What follows belongs to an exercise in optimizing a design on an open flow for small area and few clock cycles per item; a production flow would make more cautious choices. The RTL was checked by simulation tests, not by an equivalence proof against the original design. Power figures rest on the tool's default switching activity, not on a simulated workload.

<file path="run.sh">
#!/bin/bash
# synth_recipe.tcl (not shown) runs the flow's synth.tcl, then flattens the netlist and writes it again
# the make line also repeats each setting of config.mk as NAME=value (left out here)
make -C /OpenROAD-flow-scripts/flow DESIGN_CONFIG=/design/flow/config.mk WORK_HOME=/design/flow/orfs CLKGATE_MAP_FILE= SYNTH_SCRIPT=/design/flow/synth_recipe.tcl finish
</file>
<file path="config.mk">
export PLATFORM = sky130hd
export DESIGN_NAME = stable_priority_queue
export DESIGN_NICKNAME = stable_priority_queue
export VERILOG_FILES = /design/flow/design.v
export SDC_FILE = /design/flow/constraint.sdc
export NUM_CORES = 4
export LEC_CHECK = 0
export CAP_MARGIN = 20
export CORE_MARGIN = 2
export CORE_UTILIZATION = 40
export PLACE_DENSITY = 0.6
export SLEW_MARGIN = 20
</file>
<file path="constraint.sdc">
create_clock -name core_clock -period 5.0 [get_ports {clk}]
set_input_delay 1.0000 -clock core_clock [delete_from_list [all_inputs] [get_ports {clk}]]
set_output_delay 1.0000 -clock core_clock [all_outputs]
set_load 0.01 [all_outputs]
</file>
<file path="design.v">
`timescale 1ns / 1ps
`default_nettype none
package spq_pkg;
    localparam int PRIO_W           = 32;
    localparam int DATA_W           = 32;
    localparam int STATUS_W         = 2;
    localparam int OCC_W            = 5;
    localparam int DEFAULT_CAPACITY = 16;
    typedef enum logic [STATUS_W-1:0] {
        ST_OK    = 2'd0,
        ST_EMPTY = 2'd1,
        ST_FULL  = 2'd2
    } spq_status_t;
    typedef enum logic {
        KIND_ENQ = 1'b0,
        KIND_DEQ = 1'b1
    } spq_kind_t;
    typedef enum logic [1:0] {
        OP_HOLD,
        OP_ENQ,
        OP_DEQ
    } spq_op_t;
    typedef struct packed {
        spq_op_t                  op;
        logic signed [PRIO_W-1:0] prio;
        logic signed [DATA_W-1:0] value;
    } spq_cmd_t;
    typedef struct packed {
        logic                     valid;
        logic signed [PRIO_W-1:0] prio;
        logic signed [DATA_W-1:0] value;
    } spq_entry_t;
endpackage
`default_nettype wire
`timescale 1ns / 1ps
`default_nettype none
module spq_cell #(
    parameter int RANK_W = 4,
    parameter int INDEX  = 0
) (
    input  wire logic                               clk,
    input  wire logic                               rst_n,
    input  wire logic                               enq,         
    input  wire logic                               deq,         
    input  wire logic signed [spq_pkg::PRIO_W-1:0]  new_prio,
    input  wire logic        [spq_pkg::DATA_W-1:0]  new_value,
    input  wire logic        [RANK_W:0]             count,       
    input  wire logic        [RANK_W-1:0]           ins_rank,    
    input  wire logic        [RANK_W-1:0]           last_rank,   
    output logic                                    ahead,       
    output logic                                    at_count,    
    output logic             [spq_pkg::DATA_W-1:0]  value
);
    logic signed [spq_pkg::PRIO_W-1:0]  prio_reg;
    logic        [spq_pkg::DATA_W-1:0]  value_reg;
    logic        [RANK_W-1:0]           rank_reg;
    logic                               fresh_reg;   
    logic        [RANK_W-1:0]           rank;
    logic                               live;
    logic                               ge;
    assign rank     = fresh_reg ? ins_rank : rank_reg;
    assign live     = fresh_reg || count[RANK_W] || (rank_reg < count[RANK_W-1:0]);
    assign ahead    = live && ge;
    assign at_count = !fresh_reg && (rank_reg == count[RANK_W-1:0]);
    assign value    = value_reg;
    always_comb
    begin
        logic [spq_pkg::PRIO_W-1:0] a, nb;
        a  = {~prio_reg[spq_pkg::PRIO_W-1], prio_reg[spq_pkg::PRIO_W-2:0]};
        nb = ~{~new_prio[spq_pkg::PRIO_W-1], new_prio[spq_pkg::PRIO_W-2:0]};
        ge = 1'b1;
        for (int k = 0; k < spq_pkg::PRIO_W; k++)
            ge = (a[k] & nb[k]) | (ge & (a[k] | nb[k]));
    end
    always_ff @(posedge clk or negedge rst_n)
    begin
        if (!rst_n)
        begin
            rank_reg  <= RANK_W'(INDEX);
            fresh_reg <= 1'b0;
        end
        else
        begin
            fresh_reg <= enq && at_count;
            if (enq && live && !ahead)
                rank_reg <= rank + 1'b1;
            else if (deq && rank == '0)
                rank_reg <= last_rank;
            else if (deq && live)
                rank_reg <= rank - 1'b1;
            else
                rank_reg <= rank;
        end
    end
    always_ff @(posedge clk)
    begin
        if (enq && at_count)
        begin
            prio_reg  <= new_prio;
            value_reg <= new_value;
        end
    end
endmodule
`default_nettype wire
`timescale 1ns / 1ps
`default_nettype none
module spq_chain #(
    parameter int CAPACITY = spq_pkg::DEFAULT_CAPACITY
) (
    input  wire logic                               clk,
    input  wire logic                               rst_n,
    input  wire logic                               enq,
    input  wire logic                               deq,
    input  wire logic signed [spq_pkg::PRIO_W-1:0]  new_prio,
    input  wire logic        [spq_pkg::DATA_W-1:0]  new_value,
    input  wire logic        [$clog2(CAPACITY):0]   count,
    output logic             [spq_pkg::DATA_W-1:0]  free_value
);
    localparam int RANK_W = $clog2(CAPACITY);
    logic [CAPACITY-1:0]                ahead;
    logic [CAPACITY-1:0]                at_count;
    logic [spq_pkg::DATA_W-1:0]         value [CAPACITY];
    logic [RANK_W-1:0]                  ins_rank;
    logic [RANK_W-1:0]                  last_rank;
    logic [CAPACITY-1:0]                ahead_reg;
    always_ff @(posedge clk)
    begin
        ahead_reg <= ahead;
    end
    always_comb
    begin
        ins_rank = '0;
        for (int k = 0; k < CAPACITY; k++)
            ins_rank = ins_rank + RANK_W'(ahead_reg[k]);
    end
    assign last_rank = RANK_W'(count - 1'b1);
    genvar i;
    generate
        for (i = 0; i < CAPACITY; i++)
        begin : g_cell
            spq_cell #(
                .RANK_W (RANK_W),
                .INDEX  (i)
            ) u_cell (
                .clk       (clk),
                .rst_n     (rst_n),
                .enq       (enq),
                .deq       (deq),
                .new_prio  (new_prio),
                .new_value (new_value),
                .count     (count),
                .ins_rank  (ins_rank),
                .last_rank (last_rank),
                .ahead     (ahead[i]),
                .at_count  (at_count[i]),
                .value     (value[i])
            );
        end
    endgenerate
    always_comb
    begin
        free_value = '0;
        for (int k = 0; k < CAPACITY; k++)
            free_value = free_value | (value[k] & {spq_pkg::DATA_W{at_count[k]}});
    end
endmodule
`default_nettype wire
`timescale 1ns / 1ps
`default_nettype none
module stable_priority_queue #(
    parameter int CAPACITY = spq_pkg::DEFAULT_CAPACITY
) (
    input  wire logic                               clk,
    input  wire logic                               rst_n,
    input  wire logic                               req_valid,
    output logic                                    req_ready,
    input  wire logic                               req_kind,
    input  wire logic signed [spq_pkg::PRIO_W-1:0]  req_priority,
    input  wire logic signed [spq_pkg::DATA_W-1:0]  req_payload,
    output logic                                    rsp_valid,
    input  wire logic                               rsp_ready,
    output logic signed [spq_pkg::DATA_W-1:0]       rsp_value,
    output logic        [spq_pkg::STATUS_W-1:0]     rsp_status,
    output logic        [spq_pkg::OCC_W-1:0]        rsp_occupancy
);
    localparam int CNT_W = $clog2(CAPACITY + 1);
    logic [CNT_W-1:0]           count_reg;
    logic                       rsp_valid_reg;
    logic                       rsp_kind_reg;    
    logic                       rsp_fail_reg;    
    logic                       accept;
    logic                       is_full;
    logic                       is_empty;
    logic                       enq;
    logic                       deq;
    logic [spq_pkg::DATA_W-1:0] free_value;
    assign req_ready = !rsp_valid_reg || rsp_ready;
    assign accept    = req_valid && req_ready;
    assign is_full  = (count_reg == CNT_W'(CAPACITY));
    assign is_empty = (count_reg == '0);
    assign enq      = accept && (req_kind == spq_pkg::KIND_ENQ) && !is_full;
    assign deq      = accept && (req_kind == spq_pkg::KIND_DEQ) && !is_empty;
    spq_chain #(
        .CAPACITY (CAPACITY)
    ) u_chain (
        .clk        (clk),
        .rst_n      (rst_n),
        .enq        (enq),
        .deq        (deq),
        .new_prio   (req_priority),
        .new_value  (req_payload),
        .count      (count_reg),
        .free_value (free_value)
    );
    always_ff @(posedge clk or negedge rst_n)
    begin
        if (!rst_n)
        begin
            count_reg     <= '0;
            rsp_valid_reg <= 1'b0;
        end
        else
        begin
            if (enq)
                count_reg <= count_reg + 1'b1;
            else if (deq)
                count_reg <= count_reg - 1'b1;
            if (accept)
                rsp_valid_reg <= 1'b1;
            else if (rsp_ready)
                rsp_valid_reg <= 1'b0;
        end
    end
    always_ff @(posedge clk)
    begin
        if (accept)
        begin
            rsp_kind_reg <= req_kind;
            rsp_fail_reg <= (req_kind == spq_pkg::KIND_ENQ) ? is_full : is_empty;
        end
    end
    assign rsp_valid     = rsp_valid_reg;
    assign rsp_value     = (rsp_kind_reg && !rsp_fail_reg) ? free_value : '0;
    assign rsp_status    = !rsp_fail_reg ? spq_pkg::ST_OK
                         : rsp_kind_reg  ? spq_pkg::ST_EMPTY : spq_pkg::ST_FULL;
    assign rsp_occupancy = spq_pkg::OCC_W'(count_reg);
endmodule
`default_nettype wire
</file>
==> metrics.md <==
| Metric | Value |
|---|---|
| End of the worst register-to-register path | u_chain.g_cell[4].u_cell.rank_reg[2] |
| Post-route DRC violation count | 0 |
| 1st-pass router iterations | 6 |
| Synth Area per Inst | 13.9 um^2 |
| Count of final setup violators | 0 |
| Via count | 33.7k |
| Wire length of the first global-routing pass | 213 mm |
| TritonCTS clock tree | done |
| Half-perimeter wire length after placement | 87.6 mm |
| Die width | 359 um |
| Detailed-route wire length | 145 mm |
| Crit path required time | 4.00 ns |
| EDFF count, synth | 1026 |
| Port Buffer Count | 109 |
| Tot GR Track Use | 22.1% |
| Synth area leader | edfxtp_1 |
| Maximum VDD drop | 1.25 mV |
| Area occupied by registers | 33300 um^2 |
| Main synth FF type | edfxtp_1 |
| Worst-case clock buffer depth | 3 |
| Cell depth of the worst flop-to-flop path | 17 |
| Arrival time of data at the critical path endpoint | 3.92 ns |
| Largest fanout of any net on the critical path | 16 |
| Detail-routed net length per standard cell | 25.0 um |
| Clock network latency to the later pin of the worst-skew pair | 0.78 ns |
| Commonest cells post-synth | 1026 x edfxtp_1, 166 x inv_1, 154 x nor2_1 |
| Starting utilization of the core area | 40.1% |
| Most area-consuming cells after synthesis | edfxtp_1 61%, maj3_1 3.0%, ha_1 3.0% |
| Fin nets | 4223 |
| Num rows | 130 |
| RSZ-0062 raised after global routing | true |
| Measured slew at the worst slew-check pin | 1.15 ns |
| Final hold violation count | 0 |
| Portion of the post-synthesis area used by sequential elements | 66.3% |
| Slew Viols, Final | 0 |
| Reg-to-reg setup timing slack | 0.10 ns |
| Kind of critical path | reg2out |
| Share of the cycle needed by the critical path after routing | 98.4% |
| Y dimension of the die | 359 um |
| Final instance area | 60500 um^2 |
| CTS HTree Levels | 3 |
| Nature of the critical path endpoint | output pin |
| Area Growth Syn to Fin | 20.3% |
| IO Count | 110 |
| CTS Hold Bufs | 0 |
| Via density per instance | 5.83 |
| Maxcap violations | 0 |
| Remaining Overflow, GRT | 0 |
| Starting DRC count in detailed routing | 3573 |
| Distinct cell type count of the synthesized netlist | 95 |
| Maximum number of pins on one net before global-route repair | 66 |
| Async SR Flop Fraction | 7.62% |
| Count of synthesis-stage warnings from yosys | 19 |
| Area share of the largest cell type after synthesis | 61.3% |
| # fillers | 10.8k |
| Type of the worst min-delay path | in2async |
| Worst-path cell chain | clkinvlp_4, buf_4, buf_4, ha_1, nor3b_4, buf_12, bufbuf_16, a22o_1, a221oi_2, a31oi_1, clkdlybuf4s50_1 |
| Number of global-route vias before repair | 32.5k |
| Summed negative setup slack over all endpoints | 0 ns |
| Pwr dens | 562 nW/um^2 |
| Reg clk slew, reported paths | 0.07 ns |
| Reg-to-Reg Start | u_chain.ahead_reg[1] |
| Post-synthesis net count | 3817 |
| Met2 Routed Length | 64.8 mm |
| Core ar. | 125000 um^2 |
| FF+latch count, synth | 1128 |
| Sink count of the clock tree | 1128 |
| Startpoint of the most critical setup path | count_reg[3] |
| Top-count cell post-synth | edfxtp_1 |
| Buffer type at the clock tree root | clkbuf_16 |
| M1 wire length | 65.4 mm |
| Highest clock rate | 203 MHz |
| Share of cells above drive strength 1 | 17.1% |
| Area of the multi-input gates | 16200 um^2 |
| Number of antenna violations at the first check in global routing | 8 |
| Cell count after synthesis | 3619 |
| Leakage power total | 20.5 nW |
| Post-detailed-route count of antenna-violating nets | 0 |
| Top layer in use | met5 |
| Setup Skew | 0.0639 ns |
| Weighted congestion reported at the end of routability-driven placement | 0.831 |
| Post-Place Cell Area | 56100 um^2 |
| Cell with the largest stage delay on the worst path | clkdlybuf4s50_1 |
| WL met3 | 10.9 mm |
| Most used cell along the critical path | buf_4 |
| Maximum cell stage delay along the critical path | 0.62 ns |
| Status | timing/DRC/antenna clean |
| Period minus WS final | 4.92 ns |
| Cell area after synthesis | 50300 um^2 |
| Worst relative slew slack | 22.5% |
| Floorplan die area | 129000 um^2 |
| Startpoint types | register |
| CTS buffer count | 116 |
[critical path: cells and delay by family, from the launching register on]
kind	cells	cell delay, ns
simple gates	1	0.22
flops	1	0.44
fa+ha+maj	1	0.31
buf+inv	6	1.62
compound gates	3	0.55
[placed cells by master (no fill, tap or decap), types with 118 or more instances in the layout]
| cell type | synthesis | layout |
|---|---|---|
| nor2_1 | 154 | 144 |
| buf_4 | 3 | 293 |
| a221oi_1 | 129 | 125 |
| inv_1 | 166 | 163 |
| clkbuf_16 | 0 | 120 |
| nand2_1 | 124 | 123 |
| a21oi_1 | 153 | 151 |
| a22oi_1 | 121 | 118 |
| edfxtp_1 | 1026 | 1026 |
| maj3_1 | 152 | 152 |
[report_power, final]
group	total, mW	leakage [nW]	switching (mW)	internal [mW]
Combinational	14.1	8.36	8.21	5.90
Sequential	11.5	10.3	0.380	11.1
Clock	8.40	1.76	3.81	4.58
[cells by family after synthesis]
family	Yosys count	synth area share [%]
compound gates	1015	14.7
xor+xnor	16	0.279
fa+ha+maj	296	6.72
buf+inv	352	2.71
flops	1128	66.3
mux	69	1.38
simple gates	743	7.93
[layer usage]
layer | track usage (%) | up-vias
met1 | 32.2 | 17066
met2 | 33.9 | 1224
met3 | 3.85 | 203
met4 | 6.53 | 6
li1 | - | 15210
met5 | 0 | -
[area by class of cell]
class,instances,area share [%]
diodes,3,0.0124
clock buffers,151,5.01
clock inverters,71,1.06
inverters,176,1.10
multi-input cells,2139,26.9
flip-flops and latches,1128,55.1
well taps,1650,3.41
repair buffers,464,7.46
[worst max path at each step]
stage,endpoint,slack [ns]
after floorplan,u_chain.g_cell[12].u_cell.prio_reg[0],-0.84
after global placement,u_chain.g_cell[5].u_cell.rank_reg[2],-0.10
after detailed placement,u_chain.g_cell[15].u_cell.rank_reg[0],-0.17
after CTS,u_chain.g_cell[11].u_cell.rank_reg[2],-0.02
after global routing,u_chain.g_cell[15].u_cell.rank_reg[0],-0.05
final,rsp_value[28],0.08
[stage by stage]
step | power, mW | cells | hold WS, ns | utilization, % | setup WS (ns)
after floorplan | 18.1 | 3619 | 0.525 | - | -0.837
after global placement | 24.2 | 5526 | 0.524 | 44.8 | -0.102
after detailed placement | 24.4 | 5526 | 0.538 | 44.8 | -0.167
after CTS | 33.0 | 5761 | 0.376 | 47.9 | -0.0246
after global routing | 35.6 | 5780 | 0.427 | 48.3 | -0.0519
final | 34.0 | 5782 | 0.375 | 48.3 | 0.0824
[what timing repair did]
action / CTS / global route
setup buffers: 12 / 15
endpoints found under the setup margin: 61 / 74
cloned: 1 / 3
resized for setup: 14 / 80
pin swaps: 10 / 19
Testbench counts, summed over its fixed seeds: cycles 24,008, items 24,000.

==> static timing again, ports no longer ideal <==
The results above use ideal ports. As a check the final layout listed here was re-extracted and re-timed, cells and wires unchanged.
Step 1 (the two cells are an assumption about what drives the block):
set clk [get_ports {clk}]
set_driving_cell -lib_cell sky130_fd_sc_hd__clkbuf_16 $clk
set_driving_cell -lib_cell sky130_fd_sc_hd__buf_2 [delete_from_list [all_inputs] $clk]
Step 2 also shifts input and output timing later by t, the mid clock arrival at the registers, as if the neighbouring blocks saw the same clock.
Slacks: no drivers / after step 1 / after step 2; pairs: no drivers / after step 1.
shift t [ns]: 0.813
setup WS [ns]: 0.082 / 0.015 / -0.099
hold slack, ns: 0.375 / 0.347 / 0.546
worst register clock-pin slew, ns: 0.07 / 0.07
pins driven straight from the clock port: 1
With both steps, setup timing fails in this run, where it was met with ideal ports. The setup slack of this run moves by -0.067 ns with the drivers and by -0.181 ns with both steps.
